This design comes from an exercise in tuning for small area, a short achievable clock period and few clock cycles per item on the open sky130 flow, not from production work. No functional check of the RTL was part of this run. Power figures rest on the tool's default switching activity, not on a simulated workload.

File: flow/run.sh
#!/bin/bash
# synth_recipe.tcl (not shown) runs the flow's synth.tcl, then flattens the netlist and writes it again
# the make line also repeats each setting of config.mk as NAME=value (left out here)
make -C /OpenROAD-flow-scripts/flow DESIGN_CONFIG=/design/flow/config.mk WORK_HOME=/design/flow/orfs CLKGATE_MAP_FILE= SYNTH_SCRIPT=/design/flow/synth_recipe.tcl finish
File: flow/config.mk
export PLATFORM = sky130hd
export DESIGN_NAME = encoder_position_speed_estimator
export DESIGN_NICKNAME = encoder_position_speed_estimator
export VERILOG_FILES = /design/flow/design.v
export SDC_FILE = /design/flow/constraint.sdc
export NUM_CORES = 4
export LEC_CHECK = 0
export ABC_CLOCK_PERIOD_IN_PS = 5000
export CAP_MARGIN = 20
export CORE_MARGIN = 2
export CORE_UTILIZATION = 40
export SETUP_SLACK_MARGIN = 5
export SLEW_MARGIN = 20
File: flow/constraint.sdc
create_clock -name core_clock -period 12.0 [get_ports {aclk}]
set_input_delay 2.4000 -clock core_clock [delete_from_list [all_inputs] [get_ports {aclk}]]
set_output_delay 2.4000 -clock core_clock [all_outputs]
set_load 0.01 [all_outputs]
File: flow/design.v
`timescale 1ns / 1ps
package epse_pkg;
    localparam logic [1:0] KIND_POS   = 2'd0;
    localparam logic [1:0] KIND_SPEED = 2'd1;
    localparam logic [1:0] KIND_CLEAR = 2'd2;
    localparam logic [1:0] KIND_RSVD  = 2'd3;
    localparam int CFG_ADDR_W = 2;
    localparam int CFG_DATA_W = 17;
    localparam logic [CFG_ADDR_W-1:0] CFG_REVERSE_MASK   = 2'd0;
    localparam logic [CFG_ADDR_W-1:0] CFG_COUNTS_PER_REV = 2'd1;
    localparam logic [CFG_ADDR_W-1:0] CFG_MIN_INTERVAL   = 2'd2;
    localparam logic [CFG_ADDR_W-1:0] CFG_ALPHA          = 2'd3;
    localparam logic [1:0]  RST_REVERSE_MASK   = 2'd1;
    localparam logic [15:0] RST_COUNTS_PER_REV = 16'd3960;
    localparam logic [15:0] RST_MIN_INTERVAL   = 16'd250;
    localparam logic [16:0] RST_ALPHA          = 17'd13107;
    localparam logic [13:0] US_ODD = 14'd15625;
    localparam int S_TDATA_W = 56;
    localparam int M_TDATA_W = 72;
    localparam logic [1:0] J_NONE = 2'd0;   
    localparam logic [1:0] J_ZERO = 2'd1;   
    localparam logic [1:0] J_READ = 2'd2;   
    localparam logic [1:0] J_UPD  = 2'd3;   
endpackage
`timescale 1ns / 1ps
module epse_div_step (
    input  logic [47:0] rem,
    input  logic [1:0]  nbits,
    input  logic [47:0] den,
    input  logic [49:0] den3,
    output logic [1:0]  digit,
    output logic [47:0] rem_next,
    output logic [47:0] rem_sub1,  
    output logic        ge1,       
    output logic        ge2        
);
    logic [49:0] t;
    logic [50:0] s1, s2, s3;
    assign t  = {rem, nbits};
    assign s1 = {1'b0, t} - {3'b0, den};
    assign s2 = {1'b0, t} - {2'b0, den, 1'b0};
    assign s3 = {1'b0, t} - {1'b0, den3};
    assign ge1 = !s1[50];
    assign rem_sub1 = s1[47:0];
    assign ge2 = !s2[50];
    always_comb begin
        if (!s3[50]) begin
            digit = 2'd3; rem_next = s3[47:0];
        end else if (!s2[50]) begin
            digit = 2'd2; rem_next = s2[47:0];
        end else if (!s1[50]) begin
            digit = 2'd1; rem_next = s1[47:0];
        end else begin
            digit = 2'd0; rem_next = t[47:0];
        end
    end
endmodule
`timescale 1ns / 1ps
module epse_rpm (
    input  logic [31:0] rps,
    output logic [31:0] rpm
);
    logic signed [37:0] scaled;
    assign scaled = ($signed({{6{rps[31]}}, rps}) <<< 6) - ($signed({{6{rps[31]}}, rps}) <<< 2);
    always_comb begin
        if (scaled[37:31] == 7'h00 || scaled[37:31] == 7'h7F) rpm = scaled[31:0];
        else if (scaled[37]) rpm = 32'h8000_0000;
        else rpm = 32'h7FFF_FFFF;
    end
endmodule
`timescale 1ns / 1ps
import epse_pkg::*;
module encoder_position_speed_estimator (
    input  logic                  aclk,
    input  logic                  aresetn,
    input  logic                  s_tvalid,
    output logic                  s_tready,
    input  logic [epse_pkg::S_TDATA_W-1:0]  s_tdata,
    output logic                  m_tvalid,
    input  logic                  m_tready,
    output logic [epse_pkg::M_TDATA_W-1:0]  m_tdata,
    input  logic                  cfg_wr_en,
    input  logic [epse_pkg::CFG_ADDR_W-1:0] cfg_addr,
    input  logic [epse_pkg::CFG_DATA_W-1:0] cfg_wr_data
);
    logic [1:0]  rev_mask;
    logic [15:0] cpr;
    logic [15:0] min_gap;
    logic [16:0] alpha_eff;    
    always_ff @(posedge aclk) begin
        if (!aresetn) begin
            rev_mask  <= RST_REVERSE_MASK;
            cpr       <= RST_COUNTS_PER_REV;
            min_gap   <= RST_MIN_INTERVAL;
            alpha_eff <= RST_ALPHA;
        end else if (cfg_wr_en) begin
            unique case (cfg_addr)
                CFG_REVERSE_MASK:   rev_mask  <= cfg_wr_data[1:0];
                CFG_COUNTS_PER_REV: cpr       <= cfg_wr_data[15:0];
                CFG_MIN_INTERVAL:   min_gap   <= cfg_wr_data[15:0];
                CFG_ALPHA:          alpha_eff <= cfg_wr_data[16] ? 17'h10000 : cfg_wr_data;
                default: ;
            endcase
        end
    end
    logic [15:0] last_raw  [2];
    logic [31:0] pos       [2];
    logic [31:0] dpos      [2];
    logic [31:0] base_time [2];
    logic        primed    [2];
    logic [31:0] rps       [2];
    logic v0, v1, vd, v5, vo;
    logic out_free, j5_adv, j5_free, j5_free_c;
    logic dv_done, dv_adv, dv_free, j1_adv, j1_free, fe_adv, s0_free;
    logic [1:0]  kind0;
    logic [1:0]  mot0;
    logic [15:0] raw0;
    logic [31:0] now0;
    logic [16:0] dl0, ndl0;
    logic        ok0, idx0, is_clr0, is_spd0, upd0, dtge0, ddz0;
    logic        idx_in, rev_in;
    logic [15:0] raw_in, lr_in, p_in, m_in;
    logic [16:0] sp_in, sm_in;
    assign idx_in = s_tdata[3];
    assign raw_in = s_tdata[19:4];
    assign rev_in = rev_mask[idx_in];
    assign lr_in  = (v0 && ok0 && idx0 == idx_in) ? raw0 : last_raw[idx_in];
    assign p_in   = raw_in - lr_in;
    assign m_in   = lr_in - raw_in;
    assign sp_in  = {p_in[15], p_in};
    assign sm_in  = {m_in[15] && (m_in != 16'h8000), m_in};
    assign s_tready = s0_free;
    always_ff @(posedge aclk) begin
        if (s_tvalid && s0_free) begin
            kind0 <= s_tdata[1:0];
            mot0  <= s_tdata[3:2];
            raw0  <= raw_in;
            now0  <= s_tdata[51:20];
            dl0   <= rev_in ? sm_in : sp_in;
            ndl0  <= rev_in ? sp_in : sm_in;
        end
    end
    logic [31:0] delta0, np0, dd0, dt0;
    logic [1:0]  jt0;
    assign ok0     = (mot0 == 2'd1 || mot0 == 2'd2) && kind0 != KIND_RSVD;
    assign idx0    = mot0[1];
    assign is_clr0 = kind0 == KIND_CLEAR;
    assign is_spd0 = kind0 == KIND_SPEED;
    assign delta0  = {{15{dl0[16]}}, dl0};
    assign np0     = pos[idx0] + delta0;
    assign dd0     = dpos[idx0] + delta0;
    assign ddz0    = dpos[idx0] == {{15{ndl0[16]}}, ndl0};
    assign dt0     = now0 - base_time[idx0];
    assign dtge0   = dt0 >= {16'd0, min_gap};
    assign upd0    = is_spd0 && primed[idx0] && dtge0 && !ddz0;
    always_comb begin
        if (!ok0 || kind0 == KIND_POS)            jt0 = J_NONE;
        else if (is_clr0 || !primed[idx0])        jt0 = J_ZERO;
        else if (upd0)                            jt0 = J_UPD;
        else                                      jt0 = J_READ;
    end
    always_ff @(posedge aclk) begin
        if (!aresetn) begin
            for (int i = 0; i < 2; i++) begin
                last_raw[i]  <= '0;
                pos[i]       <= '0;
                dpos[i]      <= '0;
                base_time[i] <= '0;
                primed[i]    <= 1'b0;
            end
        end else if (fe_adv && ok0) begin
            last_raw[idx0] <= raw0;
            if (is_clr0) begin
                pos[idx0]       <= '0;
                dpos[idx0]      <= '0;
                base_time[idx0] <= '0;
                primed[idx0]    <= 1'b0;
            end else begin
                pos[idx0] <= np0;
                if (is_spd0 && !primed[idx0]) begin
                    primed[idx0]    <= 1'b1;
                    base_time[idx0] <= now0;
                    dpos[idx0]      <= '0;
                end else if (upd0) begin
                    base_time[idx0] <= now0;
                    dpos[idx0]      <= '0;
                end else begin
                    dpos[idx0] <= dd0;
                end
            end
        end
    end
    logic [1:0]  jt1, c1;
    logic        idx1, ok1, neg1;
    logic [31:0] pos1, dt1, dx1;
    logic [47:0] accd1;
    logic [45:0] accm1;
    logic [3:0]  cdig1, kdig1;
    logic [47:0] den1;
    logic [45:0] num1;
    logic        j1_ready;
    logic [3:0] cdig_nx, kdig_nx;
    logic [1:0] c_nx;
    assign c_nx = fe_adv ? 2'd0 : c1 + 2'd1;
    always_comb begin
        unique case (c_nx)
            2'd0: begin cdig_nx = cpr[15:12]; kdig_nx = 4'(US_ODD[13:12]); end
            2'd1: begin cdig_nx = cpr[11:8];  kdig_nx = US_ODD[11:8];      end
            2'd2: begin cdig_nx = cpr[7:4];   kdig_nx = US_ODD[7:4];       end
            default: begin cdig_nx = cpr[3:0]; kdig_nx = US_ODD[3:0];      end
        endcase
    end
    assign den1 = {accd1[43:0], 4'd0} + 48'(dt1 * cdig1);
    assign num1 = {accm1[41:0], 4'd0} + 46'(dx1 * kdig1) + 46'(neg1 ? kdig1 : 4'd0);
    assign j1_ready = (jt1 != J_UPD) || (c1 == 2'd3);
    always_ff @(posedge aclk) begin
        if (fe_adv) begin
            jt1   <= jt0;
            idx1  <= idx0;
            ok1   <= ok0;
            pos1  <= (ok0 && !is_clr0) ? np0 : 32'd0;
            neg1  <= dd0[31];
            dx1   <= dd0[31] ? ~dd0 : dd0;
            dt1   <= dt0;
            accd1 <= '0;
            accm1 <= '0;
            c1    <= 2'd0;
            cdig1 <= cdig_nx;
            kdig1 <= kdig_nx;
        end else if (v1 && !j1_ready) begin
            accd1 <= den1;
            accm1 <= num1;
            c1    <= c1 + 2'd1;
            cdig1 <= cdig_nx;
            kdig1 <= kdig_nx;
        end
    end
    localparam logic [1:0] P_FIRST = 2'd0;
    localparam logic [1:0] P_STEP  = 2'd1;
    localparam logic [1:0] P_FIN   = 2'd2;
    logic [1:0]  jtd, phd, qdl, rml;
    logic        idxd, okd, negd, satd, rnl, addr, wrd;
    logic [31:0] posd;
    logic [47:0] remd, dend;
    logic [49:0] den3d;
    logic [9:0]  nbd;
    logic [3:0]  cntd;           
    logic [51:0] accd;
    logic [1:0]  dig;
    logic [47:0] rem_nx, rem_s1;
    logic        ge1, ge2;
    epse_div_step u_step (
        .rem      (remd),
        .nbits    (nbd[9:8]),
        .den      (dend),
        .den3     (den3d),
        .digit    (dig),
        .rem_next (rem_nx),
        .rem_sub1 (rem_s1),
        .ge1      (ge1),
        .ge2      (ge2)
    );
    logic [17:0] am [4];
    assign am[0] = 18'd0;
    assign am[1] = {1'b0, alpha_eff};
    assign am[2] = {alpha_eff, 1'b0};
    assign am[3] = {1'b0, alpha_eff} + {alpha_eff, 1'b0};
    logic [31:0] rps_d;
    logic [3:0]  rpos;
    logic [1:0]  rdig, rmag_nx;
    logic        rneg_nx;
    logic [17:0] mq, mr;
    logic [51:0] t1, t2, t3, t0, acc_nx;
    assign rps_d   = rps[idxd];
    assign rpos    = (phd == P_FIRST) ? 4'd15 : cntd - 4'd1;
    assign rdig    = rps_d[2*rpos +: 2];
    assign rneg_nx = (rpos == 4'd15) && rdig[1];
    assign rmag_nx = rneg_nx ? 2'(-rdig) : rdig;
    assign mq = am[qdl];
    assign mr = am[rml];
    assign t0 = {accd[49:0], negd && !rnl, negd ^ !rnl};
    assign t1 = negd ? ~{34'd0, mq} : {34'd0, mq};
    assign t2 = rnl ? {34'd0, mr} : ~{34'd0, mr};
    assign t3 = addr ? {{20{rps_d[31]}}, rps_d} : 52'd0;
    assign acc_nx = t0 + t1 + t2 + t3;
    assign dv_done = vd && (phd == P_FIN);
    always_ff @(posedge aclk) begin
        if (j1_adv) begin
            jtd  <= jt1;
            idxd <= idx1;
            okd  <= ok1;
            posd <= pos1;
            negd <= neg1 && (jt1 == J_UPD);
            wrd  <= (jt1 == J_UPD) || (jt1 == J_ZERO);
            remd <= {12'd0, num1[45:10]};
            nbd  <= num1[9:0];
            dend <= den1;
            cntd <= 4'd15;
            accd <= '0;
            qdl  <= 2'd0;
            rml  <= 2'd0;
            rnl  <= 1'b0;
            addr <= 1'b0;
            satd <= 1'b0;
            phd  <= (jt1 == J_UPD) ? P_FIRST : P_FIN;
        end else if (vd) begin
            unique case (phd)
                P_FIRST: begin
                    den3d <= {2'b0, dend} + {1'b0, dend, 1'b0};
                    satd  <= ge2;
                    rml   <= rmag_nx;
                    rnl   <= rneg_nx;
                    qdl   <= (cpr == 16'd0) ? 2'd0 : ge2 ? 2'd1 : {1'b0, ge1};
                    remd  <= ge1 ? rem_s1 : {remd[45:0], nbd[9:8]};
                    nbd   <= {nbd[7:0], 2'b00};
                    phd   <= P_STEP;
                end
                P_STEP: begin
                    accd <= acc_nx;
                    rml  <= rmag_nx;
                    rnl  <= rneg_nx;
                    addr <= (cntd == 4'd9);
                    qdl  <= (cpr == 16'd0) ? 2'd0 : satd ? 2'd3 : dig;
                    remd <= rem_nx;
                    nbd  <= {nbd[7:0], 2'b00};
                    cntd <= cntd - 4'd1;
                    if (cntd == 4'd1) phd <= P_FIN;
                end
                default: ;
            endcase
        end
    end
    always_ff @(posedge aclk) begin
        if (!aresetn) begin
            rps[0] <= '0;
            rps[1] <= '0;
        end else if (dv_adv && wrd) begin
            rps[idxd] <= acc_nx[47:16];
        end
    end
    logic        ok5, spd5, rd5, idx5;
    logic [31:0] pos5, rps5, rpsv5, rpm5;
    always_ff @(posedge aclk) begin
        if (dv_adv) begin
            ok5  <= okd;
            spd5 <= jtd[1];
            rd5  <= jtd == J_READ;
            idx5 <= idxd;
            pos5 <= posd;
            rps5 <= acc_nx[47:16];
        end
    end
    assign rpsv5 = rd5 ? rps[idx5] : rps5;
    epse_rpm u_rpm (.rps(rpsv5), .rpm(rpm5));
    logic        oko;
    logic [31:0] poso, spdo;
    always_ff @(posedge aclk) begin
        if (j5_adv) begin
            oko  <= ok5;
            poso <= pos5;
            spdo <= spd5 ? rpm5 : 32'd0;
        end
    end
    assign m_tvalid = vo;
    assign m_tdata  = {7'd0, spdo, poso, oko};
    assign out_free  = !vo || m_tready;
    assign j5_adv    = v5 && out_free;
    assign j5_free   = !v5 || out_free;
    assign j5_free_c = !v5 || !vo;
    assign dv_adv    = dv_done && j5_free_c;
    assign dv_free   = !vd || dv_adv;
    assign j1_adv    = v1 && j1_ready && dv_free;
    assign j1_free   = !v1 || (j1_ready && dv_free);
    assign fe_adv    = v0 && j1_free;
    assign s0_free   = !v0 || j1_free;
    always_ff @(posedge aclk) begin
        if (!aresetn) begin
            v0 <= 1'b0;
            v1 <= 1'b0;
            vd <= 1'b0;
            v5 <= 1'b0;
            vo <= 1'b0;
        end else begin
            v0 <= (s_tvalid && s0_free) || (v0 && !fe_adv);
            v1 <= fe_adv || (v1 && !j1_adv);
            vd <= j1_adv || (vd && !dv_adv);
            v5 <= dv_adv || (v5 && !j5_adv);
            vo <= j5_adv || (vo && !m_tready);
        end
    end
endmodule
==> results.txt <==
Layout fillers=17750; Tcrit/Tclk final=0.5797; Cells after Synth=7668; maximum VDD drop=0.0001620 V; clock sinks=1016; CTS tree=yes; endpoints failing hold=0; CTS Hold Bufs=0; DP HPWL=149700 µm; Max Clock Skew=0.07774 ns; Final Wtd Congestion=0.9253; number of global-route vias before repair=56250; status=timing/DRC/antenna clean; placed inst area=0.07826 mm²; R2R Setup Slk=5.04 ns; Die H=434.9 µm; arrival time worst endpoint=7.49 ns; grt total ovfl=0; type of the worst min-delay path=register to register; CTS clock-pin slew for the worst setup and hold paths=0.06 ns; DR iter-0 viols=3918; Netlist Area Pre-Place=0.07427 mm²; detailed-route wire length per cell=19.55 µm; Worst Path Max Fanout=5; minimum clock period=6.956 ns; Layout area overhead=11.89%; CP Capture Type=register; first-pass GRT wire length=316900 µm; routed wire length=201500 µm; max frequency=0.1438 GHz; Final setup viols=0; total number of vias=56350; final hold slack=0.4137 ns; Inserted Clock Buffers=115; Pwr Total=19220 µW; yosys warns=4; Async SR Flop Fraction=0; clk root buf=clkbuf_16; largest net degree at the start of global routing=87; CP startpoint kind=register; # H-tree levels=3; Critical Path RT=12.53 ns; antenna-violating nets left=0; crit path kind=register to register; Die Area=0.1891 mm²; Max-cap violations=0; Synth cell types=97; PwrDens=231.3 mW/mm²; Pleak=0.03535 µW; Longest Clk Path Bufs=3; initial antenna violation count=2; RSZ-0062 raised after global routing=yes; Top FF cell, synth=edfxtp_1; final slew viol count=0; Clock Latency Late Sink=0.81 ns; worst slew pin tran=1.086 ns; Die W=434.9 µm; final routed DRC violation total=0; flops & latches, synth=1016; Ports=154; GRT Util Overall=0.2086; CP max stage delay=0.55 ns; sequential share of the synthesized area=0.3814; TritonRoute pass-1 iters=5; Mean Syn Cell Area=9.686 µm²; Starting Density=0.4014; setup TNS=0 ns; share of layout cells above drive strength 1=0.06989; Rel. slew slack=0.2684; PortBufs=142; Post-synth EDFFs=798; total core area=0.1850 mm²; Post-Layout Inst Area=0.08310 mm²; DR vias/cell=5.466; Row Count=158; Nets=8618; Slowest cell on crit path=fa_2
[synthesized netlist by cell type (15+ instances only)]
cell type | count | area (µm²)
mux4_2 | 16 | 360.4
o211ai_1 | 47 | 352.8
mux2i_1 | 144 | 1441
nor2b_1 | 100 | 625.6
a22o_1 | 24 | 210.2
edfxtp_1 | 798 | 23960
a31oi_1 | 60 | 375.4
o21a_1 | 63 | 473.0
xor2_1 | 223 | 1953
buf_2 | 19 | 95.09
o22ai_1 | 65 | 406.6
nor3_1 | 82 | 410.4
xnor2_1 | 315 | 2759
o31ai_1 | 31 | 232.7
a211o_1 | 18 | 157.7
and3_1 | 45 | 281.5
a21oi_1 | 519 | 2597
and2_1 | 196 | 1226
nand4_1 | 61 | 381.6
a41oi_1 | 15 | 131.4
inv_1 | 666 | 2500
a22oi_1 | 25 | 187.7
nand2_1 | 812 | 3048
a21o_1 | 336 | 2522
ha_1 | 524 | 6556
nor4_1 | 26 | 162.7
o21ai_0 | 344 | 1722
buf_1 | 30 | 112.6
clkbuf_1 | 241 | 904.6
or2_2 | 15 | 93.84
dfxtp_1 | 218 | 4364
nand3_1 | 120 | 600.6
fa_1 | 288 | 5766
nor2_1 | 575 | 2158
or3_1 | 20 | 125.1
a211oi_1 | 53 | 397.9
mux2_2 | 88 | 991.0
nand2b_1 | 69 | 431.7
a21boi_0 | 38 | 285.3
o21bai_1 | 54 | 405.4
a221oi_1 | 32 | 280.3
[cell type report]
cell class	count	area (µm²)	share of cell area
clock inverters	79	1027	0.01236
diodes	2	5.005	0.00006023
well taps	2480	3103	0.03734
repair buffers	243	2293	0.02760
flip-flops and latches	1016	28340	0.3411
clock buffers	139	3038	0.03656
inverters	669	2520	0.03032
multi-input cells	5681	42770	0.5147
[worst max-delay path: cells and delay by family, from the launching register on]
| family | cells | cell delay [ns] |
|---|---|---|
| buf+inv | 4 | 0.33 |
| xor+xnor | 3 | 0.54 |
| flops | 1 | 0.37 |
| fa+ha+maj | 5 | 1.68 |
| compound gates | 15 | 2.99 |
| simple gates | 6 | 0.78 |
[timing repair]
item                       in CTS  in global routing
setup buffers                  13                 10
resized for setup              62                 36
pin swaps                      35                 33
setup endpoints to repair     128                124
[logic make-up (layout without fill, tap and decap cells)]
family	Yosys count	after routing	share of synthesized area
DFF	1016	1016	0.3814
and+or+nand+nor	2181	2181	0.1352
adders and majority gates	812	812	0.1659
muxes	248	248	0.03760
xor gates and xnor gates	538	538	0.06345
buffers and inverters	978	1130	0.05101
AOI/OAI and AO/OA	1894	1894	0.1653
other	1	10	0.00005049
[flip-flops by register name, summed over array words and instances (netlist names), 44 cells and up, named ones only]
name	count
base_time	64
dpos	64
pos	64
rps	64
den3d	50
dend	48
remd	48
accd	46
accd1	44
[placed cells by master, fill, tap and decap left out, types with 29 or more instances in the layout]
| cell type | Yosys | final |
|---|---|---|
| a221oi_1 | 32 | 31 |
| mux2_2 | 88 | 87 |
| o21bai_1 | 54 | 53 |
| o21a_1 | 63 | 63 |
| dfxtp_1 | 218 | 211 |
| xnor2_1 | 315 | 309 |
| mux2i_1 | 144 | 143 |
| ha_1 | 524 | 519 |
| and2_1 | 196 | 195 |
| nand2b_1 | 69 | 69 |
| nand4_1 | 61 | 61 |
| a21boi_0 | 38 | 38 |
| nand3_1 | 120 | 117 |
| nor3_1 | 82 | 80 |
| inv_1 | 666 | 659 |
| a211oi_1 | 53 | 51 |
| o21ai_0 | 344 | 330 |
| nand2_1 | 812 | 806 |
| nor2_1 | 575 | 568 |
| o211ai_1 | 47 | 47 |
| a31oi_1 | 60 | 57 |
| edfxtp_1 | 798 | 798 |
| fa_1 | 288 | 286 |
| xor2_1 | 223 | 216 |
| clkbuf_16 | 0 | 115 |
| buf_4 | 13 | 89 |
| o31ai_1 | 31 | 29 |
| nor2b_1 | 100 | 93 |
| a21o_1 | 336 | 336 |
| clkdlybuf4s50_1 | 0 | 141 |
| o22ai_1 | 65 | 64 |
| a21oi_1 | 519 | 509 |
| and3_1 | 45 | 44 |
[report_power, final]
part	switching (µW)	internal (µW)	total, µW
registers	339	4430	4770
clock network	1580	2170	3750
logic	6440	4260	10700
[through the flow]
stage	util	std cells	setup slack, ns
final	0.4491	10310	5.044
after global routing	0.4491	10310	4.740
after detailed placement	0.4229	10060	3.901
after CTS	0.4469	10290	4.879
after floorplan	-	7675	5.226
after global placement	0.4229	10060	3.831
[metal layers]
layer | share of wire | GRT usage | up-vias
met2 | 0.48 | 0.3597 | 1276
met5 | 0 | 0 | -
li1 | - | - | 27210
met3 | 0.044 | 0.02604 | 277
met4 | 0.026 | 0.05455 | 0
met1 | 0.45 | 0.2759 | 27580
[worst paths after layout]
kind,endpoint,cells past startpoint,from
setup / recovery,rps[1][31]$_SDFFCE_PN0P_,33,alpha_eff[1]$_SDFFE_PN1P_
setup reg to reg,rps[1][31]$_SDFFCE_PN0P_,33,alpha_eff[1]$_SDFFE_PN1P_
hold / removal,pos5[28]$_DFFE_PP_,0,posd[28]$_DFFE_PP_
hold reg to reg,pos5[28]$_DFFE_PP_,0,posd[28]$_DFFE_PP_

separate check: timing with driven ports:
The flow's constraints put no driver on any port. The routed layout listed below was extracted and timed again, unchanged, in two steps. Step 1 assumes that a clkbuf_16 drives the clock port and a buf_2 every other input. Step 2 adds t to the input delays and takes it off the output delays; t is the mean of the earliest and latest rising clock arrival at the registers after step 1. Input paths then give back, and output paths get back, about the clock's delay inside the block. a / b / c = ideal / step 1 / step 2; a / b = the first two.
t, ns: 0.857
setup slack, ns: 5.044 / 5.044 / 4.778
worst setup path after step 2: input to register
worst register clock-pin slew, ns: 0.07 / 0.07
cell pins on the clock port's net: 1
After both steps setup and hold are still met in this run. For this run, drivers alone change the setup slack by 0.000 ns; drivers and shift together by -0.266 ns.
